Source: an optimization exercise on an open RTL-to-GDS flow (aim: small area and a short achievable clock period). Production flows keep margins and buffers that such runs may drop. In this exercise RTL edits were held to simulation tests only and were not proved equivalent to the original. Power and IR drop assume default switching activity.

File: flow/config.mk
export PLATFORM = sky130hd
export DESIGN_NAME = l2_cache_array
export DESIGN_NICKNAME = l2_cache_array
export VERILOG_FILES = /design/flow/design.v
export SDC_FILE = /design/flow/constraint.sdc
export NUM_CORES = 4
export LEC_CHECK = 0
export CAP_MARGIN = 20
export CORE_MARGIN = 2
export CORE_UTILIZATION = 40
export SLEW_MARGIN = 20
File: flow/constraint.sdc
create_clock -name core_clock -period 5.0 [get_ports {clk}]
set_input_delay 1.0000 -clock core_clock [delete_from_list [all_inputs] [get_ports {clk}]]
set_output_delay 1.0000 -clock core_clock [all_outputs]
set_load 0.01 [all_outputs]
File: flow/design.v
package lc3b_types;
  localparam int DEF_TAG_W  = 9;
  localparam int DEF_LINE_W = 128;
  typedef enum logic [1:0] {
    WR_FILL   = 2'b00,
    WR_MODIFY = 2'b01,
    WR_INVAL  = 2'b10,
    WR_NOP    = 2'b11
  } wr_mode_e;
endpackage
module l2_plru (
  input  logic [2:0] state,
  input  logic [3:0] valid,
  input  logic       rd_touch,
  input  logic [1:0] rd_way,
  input  logic       wr_touch,
  input  logic [1:0] wr_way,
  output logic [2:0] next,
  output logic [1:0] victim
);
  function automatic logic [2:0] touch(input logic [2:0] s, input logic [1:0] w);
    logic [2:0] r;
    r    = s;
    r[0] = ~w[1];
    if (w[1]) begin
      r[2] = ~w[0];
    end else begin
      r[1] = ~w[0];
    end
    touch = r;
  endfunction
  logic [2:0] mid_s;
  assign mid_s = rd_touch ? touch(state, rd_way) : state;
  assign next  = wr_touch ? touch(mid_s, wr_way) : mid_s;
  always_comb begin
    if (!valid[0])      victim = 2'd0;
    else if (!valid[1]) victim = 2'd1;
    else if (!valid[2]) victim = 2'd2;
    else if (!valid[3]) victim = 2'd3;
    else                victim = state[0] ? {1'b1, state[2]} : {1'b0, state[1]};
  end
endmodule
import lc3b_types::*;
module l2_cache_array (
  input  logic         clk,
  input  logic         rst,
  input  logic         rd_en,
  input  logic [2:0]   rd_index,
  input  logic [8:0]   rd_tag,
  output logic         rd_done,
  output logic         hit,
  output logic [1:0]   hit_way,
  output logic [127:0] hit_data,
  output logic [1:0]   vic_way,
  output logic         vic_valid,
  output logic         vic_dirty,
  output logic [8:0]   vic_tag,
  output logic [127:0] vic_data,
  input  logic         wr_en,
  input  logic [1:0]   wr_mode,
  input  logic [2:0]   wr_index,
  input  logic [1:0]   wr_way,
  input  logic [8:0]   wr_tag,
  input  logic [127:0] wr_data
);
  localparam int EW = 137;   
  logic [3:0]    valid_r [8];
  logic [3:0]    dirty_r [8];
  logic [2:0]    plru_r  [8];
  logic [EW-1:0] ent_r   [4][8];
  logic [7:0] rsel;     
  logic [7:0] wsel;     
  logic [3:0] wway;     
  logic       wr_touch_s;
  logic       wr_inv_s;
  always_comb begin
    for (int s = 0; s < 8; s++) begin
      rsel[s] = (rd_index == 3'(s));
      wsel[s] = (wr_index == 3'(s));
    end
    for (int w = 0; w < 4; w++) wway[w] = (wr_way == 2'(w));
  end
  assign wr_touch_s = wr_en && !wr_mode[1];
  assign wr_inv_s   = wr_en && (wr_mode == WR_INVAL);
  wire [EW-1:0] wr_ent = {wr_tag, wr_data};
  for (genvar w = 0; w < 4; w++) begin : g_ew
    for (genvar s = 0; s < 8; s++) begin : g_es
      always_ff @(posedge clk) begin
        if (wr_touch_s && wway[w] && wsel[s]) ent_r[w][s] <= wr_ent;
      end
    end
  end
  logic [3:0] tmatch [8];
  for (genvar s = 0; s < 8; s++) begin : g_ms
    for (genvar w = 0; w < 4; w++) begin : g_mw
      assign tmatch[s][w] = valid_r[s][w] && (ent_r[w][s][EW-1:128] == rd_tag);
    end
  end
  logic [1:0] vway   [8];
  logic [2:0] pnext  [8];
  logic [3:0] hit_v;    
  logic [3:0] vic_v;    
  logic [EW-1:0] set_ent [4];
  always_comb begin
    hit_v = '0;
    vic_v = '0;
    for (int s = 0; s < 8; s++) begin
      hit_v = hit_v | (rsel[s] ? tmatch[s] : 4'b0);
      for (int w = 0; w < 4; w++) vic_v[w] = vic_v[w] | (rsel[s] && (vway[s] == 2'(w)));
    end
  end
  always_comb begin
    for (int w = 0; w < 4; w++) begin
      set_ent[w] = '0;
      for (int s = 0; s < 8; s++) set_ent[w] = set_ent[w] | (rsel[s] ? ent_r[w][s] : '0);
    end
  end
  logic          hit_s;
  logic [1:0]    hit_way_s;
  logic [127:0]  hit_data_s;
  logic [EW-1:0] vic_ent_s;
  logic [1:0]    vic_way_s;
  logic          vic_valid_s;
  logic          vic_dirty_s;
  assign hit_s     = |hit_v;
  assign hit_way_s = {hit_v[3] | hit_v[2], hit_v[3] | hit_v[1]};
  always_comb begin
    hit_data_s  = '0;
    vic_ent_s   = '0;
    vic_way_s   = '0;
    vic_valid_s = 1'b0;
    vic_dirty_s = 1'b0;
    for (int w = 0; w < 4; w++) begin
      hit_data_s = hit_data_s | (hit_v[w] ? set_ent[w][127:0] : '0);
      vic_ent_s  = vic_ent_s  | (vic_v[w] ? set_ent[w] : '0);
    end
    for (int s = 0; s < 8; s++) begin
      vic_way_s   = vic_way_s   | (rsel[s] ? vway[s] : 2'b0);
      vic_valid_s = vic_valid_s | (rsel[s] && valid_r[s][vway[s]]);
      vic_dirty_s = vic_dirty_s | (rsel[s] && dirty_r[s][vway[s]]);
    end
  end
  for (genvar s = 0; s < 8; s++) begin : g_set
    l2_plru u_plru (
      .state    (plru_r[s]),
      .valid    (valid_r[s]),
      .rd_touch (rd_en && rsel[s] && hit_s),
      .rd_way   (hit_way_s),
      .wr_touch (wr_touch_s && wsel[s]),
      .wr_way   (wr_way),
      .next     (pnext[s]),
      .victim   (vway[s])
    );
    always_ff @(posedge clk or posedge rst) begin
      if (rst) begin
        valid_r[s] <= '0;
        dirty_r[s] <= '0;
        plru_r[s]  <= '0;
      end else begin
        plru_r[s] <= pnext[s];
        for (int w = 0; w < 4; w++) begin
          if (wsel[s] && wway[w] && (wr_touch_s || wr_inv_s)) begin
            valid_r[s][w] <= wr_touch_s;
            dirty_r[s][w] <= wr_touch_s && wr_mode[0];
          end
        end
      end
    end
  end
  always_ff @(posedge clk or posedge rst) begin
    if (rst) begin
      rd_done   <= 1'b0;
      hit       <= 1'b0;
      hit_way   <= '0;
      hit_data  <= '0;
      vic_way   <= '0;
      vic_valid <= 1'b0;
      vic_dirty <= 1'b0;
      vic_tag   <= '0;
      vic_data  <= '0;
    end else begin
      rd_done <= rd_en;
      if (rd_en) begin
        hit       <= hit_s;
        hit_way   <= hit_way_s;
        hit_data  <= hit_data_s;
        vic_way   <= vic_way_s;
        vic_valid <= vic_valid_s;
        vic_dirty <= vic_dirty_s;
        vic_tag   <= vic_ent_s[EW-1:128];
        vic_data  <= vic_ent_s[127:0];
      end
    end
  end
endmodule
File: flow/run.sh
#!/bin/bash
# synth_recipe.tcl (not shown) runs the flow's synth.tcl, then flattens the netlist and writes it again
# the make line also repeats each setting of config.mk as NAME=value (left out here)
make -C /OpenROAD-flow-scripts/flow DESIGN_CONFIG=/design/flow/config.mk WORK_HOME=/design/flow/orfs CLKGATE_MAP_FILE= SYNTH_SCRIPT=/design/flow/synth_recipe.tcl finish
==> run summary <==
-- kinds of logic (layout without fill, tap and decap cells) --
group / Yosys count / in the layout
compound gates: 3027 / 3027
xor+xnor: 288 / 288
buf+inv: 748 / 1664
flops: 4745 / 4745
mux: 50 / 50
other cells: 0 / 42
simple gates: 1361 / 1361
-- cell type report --
| cell class | instances | area share [%] |
|---|---|---|
| Clock inverter | 240 | 1.22 |
| Clock buffer | 609 | 6.10 |
| Antenna cell | 42 | 0.0511 |
| Inverter | 15 | 0.0292 |
| Multi-Input combinational cell | 4726 | 16.1 |
| Sequential cell | 4745 | 68.4 |
| Tap cell | 5904 | 3.59 |
| Timing Repair Buffer | 800 | 4.47 |
-- state kept, by name (all words and copies together), names as in the netlist --
signal,count
valid_r,32
hit,1
rd_done,1
vic_tag,9
vic_way,2
vic_dirty,1
vic_data,128
plru_r,24
hit_data,128
dirty_r,32
vic_valid,1
hit_way,2
ent_r,4384
-- stage by stage --
step | instances | hold slack [ns] | cell area [um^2] | setup TNS [ns] | utilization [%]
finish | 17100 | 0.497 | 206000 | 0 | 46.7
global route | 17100 | 0.481 | 206000 | 0 | 46.7
CTS | 17000 | 0.447 | 206000 | 0 | 46.7
detailed placement | 16200 | 0.486 | 191000 | 0 | 43.3
global placement | 16200 | 0.482 | 191000 | -0.0367 | 43.3
floorplan | 10200 | 0.461 | 177000 | -2516.34 | -
-- report_power, final --
group / switching, W / internal (W) / total, W
Clock: 0.0149 / 0.0198 / 0.0346
Sequential: 0.000658 / 0.0440 / 0.0446
Combinational: 0.00357 / 0.00169 / 0.00526
-- cell usage in the layout, fill, tap and decap left out, types with 213 or more instances in the layout --
| master | n |
|---|---|
| nor2_1 | 324 |
| clkbuf_16 | 460 |
| nand2_1 | 213 |
| nand4_1 | 607 |
| clkdlybuf4s50_1 | 388 |
| a22oi_1 | 2448 |
| xnor2_1 | 251 |
| edfxtp_1 | 4384 |
| a31oi_1 | 291 |
| dfrtp_1 | 361 |
-- final timing paths --
| kind | startpoint | to | slack, ns | depth (start not counted) |
|---|---|---|---|---|
| max | plru_r[3][0]$_DFFE_PP0P_ | vic_tag[3]$_DFFE_PP0P_ | 1.12 | 9 |
| min | rd_en | rd_done$_DFF_PP0_ | 0.50 | 1 |
| max reg2reg | plru_r[3][0]$_DFFE_PP0P_ | vic_tag[3]$_DFFE_PP0P_ | 1.12 | 9 |
| min reg2reg | dirty_r[2][2]$_DFFE_PP0P_ | dirty_r[2][2]$_DFFE_PP0P_ | 0.50 | 1 |
| max in group asynchronous | rst | hit_data[105]$_DFFE_PP0P_ | 3.21 | 4 |
| min in group asynchronous | rst | hit_data[39]$_DFFE_PP0P_ | 0.51 | 2 |
-- critical path, delay by kind of cell (launching register included) --
family / cells / cell delay (ns)
flip-flops: 1 / 0.48
multiplexers: 1 / 0.43
AO/OA/AOI/OAI: 5 / 2.01
buffers and inverters: 1 / 0.24
AND/OR/NAND/NOR: 2 / 0.59
-- layer usage --
layer	track usage, %	vias to the layer above	part of all wire, %
li1	-	43800	-
met1	34.8	56300	38
met2	41.6	7324	47
met3	5.39	1232	10
met4	10.9	24	4.5
met5	0	-	0.026
==> out/metrics.csv <==
metric;value;unit
sequential cell area;141000;um^2
area leader, netlist;edfxtp_1;
Syn Area/Cell;17.3;um^2
port buffer count;432;
TritonRoute pass-1 iters;10;
Die Width;668;um
Critical Path Max Stage Delay;0.98;ns
first-pass GRT wire length;830000;um
Fill cells;36700;
total power;0.0845;W
H-tree Lvls;5;
largest family of logic cells by synthesized area;compound AO/OA/AOI/OAI gates;
final worst slack;1.12;ns
post-cts resize count;0;
Die Span Y;668;um
Post-synth EDFFs;4384;
Syn Inst Count;10200;
total global-route track usage;26.1;%
TritonCTS clock tree;built;
Vias;109000;
Num CTS Buffers;451;
remaining antenna violation count after routing;0;
CTS clock-pin slew for the worst setup and hold paths;0.06;ns
Routed WL;601000;um
max-slew violation count;0;
initial antenna violation count;82;
period utilization;77.7;%
CP endpoint kind;flip-flop;
core area;441000;um^2
largest net degree at the start of global routing;150;
worst-margin pin slew;1.31;ns
worst-path fanout max;10;
maximum vdd drop;0.309;mV
CP Data Arrival Time;4.74;ns
vias in the first global route;105000;
Worst setup SP type;flip-flop;
die area;447000;um^2
multi-input logic area;33100;um^2
Ports;433;
DRT iter0 DRCs;15500;
worst path required time;5.86;ns
mux cell area share after synthesis;0.311;%
Mapped Nets;10400;
Achievable Freq;257;MHz
synthesized-area fraction occupied by adder cells;0;%
Top FF cell, synth;edfxtp_1;
Max clock buf depth;4;
asr flop ratio synth;7.61;%
count leader, synth;edfxtp_1;
post-CTS setup buffers;0;
Synth Area in Compound Gates;12.8;%
Starting Density;40.1;%
synth warn;16;
worst hold path type;input pin to flip-flop;
DRC violations left;0;
Commonest cells post-synth;edfxtp_1 (4,384), a22oi_1 (2,448), nand4_1 (607), clkbuf_1 (536), dfrtp_1 (361);
gr ovfl total;0;
number of synthesized register bits;4745;
layout cell share with drive strength beyond 1;10.7;%
Final HPWL DP;325000;um
Worst slew margin;12.7;%
Synth area leaders;edfxtp_1 (75%), a22oi_1 (10%), dfrtp_1 (5.1%), nand4_1 (2.2%), xnor2_1 (1.2%);
Setup WS pre-CTS;0.281;ns
Post-Synth Simple-Gate Area;4.00;%
Skew-Pair Late Insertion Delay;1.01;ns
Rows;244;
Post-Synthesis Cell Area;177000;um^2
LEAKAGE;63.4;nW
# clock sinks;4745;
Synth top area share;74.6;%
via/cell ratio;6.36;
post-DR wirelength/cell;35.2;um
slowest stage cell, crit path;a222oi_1;
# hold bufs at CTS;0;
Final #Nets;10900;
minimum clock period;3.88;ns
root buf cell;clkbuf_16;
CP cell instances;mux2i_1 -> a21boi_1 -> o21ai_1 -> o22ai_1 -> nor3_1 -> nand3_4 -> a222oi_1 -> buf_4 -> a31oi_1;
power per cell area;411;nW/um^2
Hold Vio Cnt, Final;0;
Final setup viols;0;
Synth Area in XOR/XNOR;1.43;%
RSZ-0062 raised after global routing;false;
sequential area share after synthesis;79.7;%
outcome;complete, no violations;
Max-cap violations;0;
skew final;0.0764;ns
WS Path Type;flip-flop to flip-flop;
synth unique cells;73;
gp weighted congestion;0.904;
Area Growth Syn to Fin;16.4;%

-- port drivers added, routing unchanged --
No port has a modelled driver above. Below, the same layout with a new extraction and two added sets of constraints.
Step 1 sets driving cells, clkbuf_16 on the clock port and buf_2 on the other inputs (assumed; they add their load-dependent delay and slew).
Step 2 times the ports against the registers' clock, not the clock port: input delays grow and output delays shrink by t, the midpoint of the rising clock arrivals with the driver on.
Three values: ideal ports, drivers, drivers and shift; two values: the first two.
t, ns: 1.093
slack for setup (ns): 1.116 / 1.116 / 0.028
hold slack, ns: 0.497 / 0.414 / 0.502
worst register clock-pin slew, ns: 0.07 / 0.07
worst slew at a driven data input, ns: 0.36
After both steps this run still meets setup and hold. The setup slack of this run moves by 0.000 ns with the drivers and by -1.088 ns with both steps.
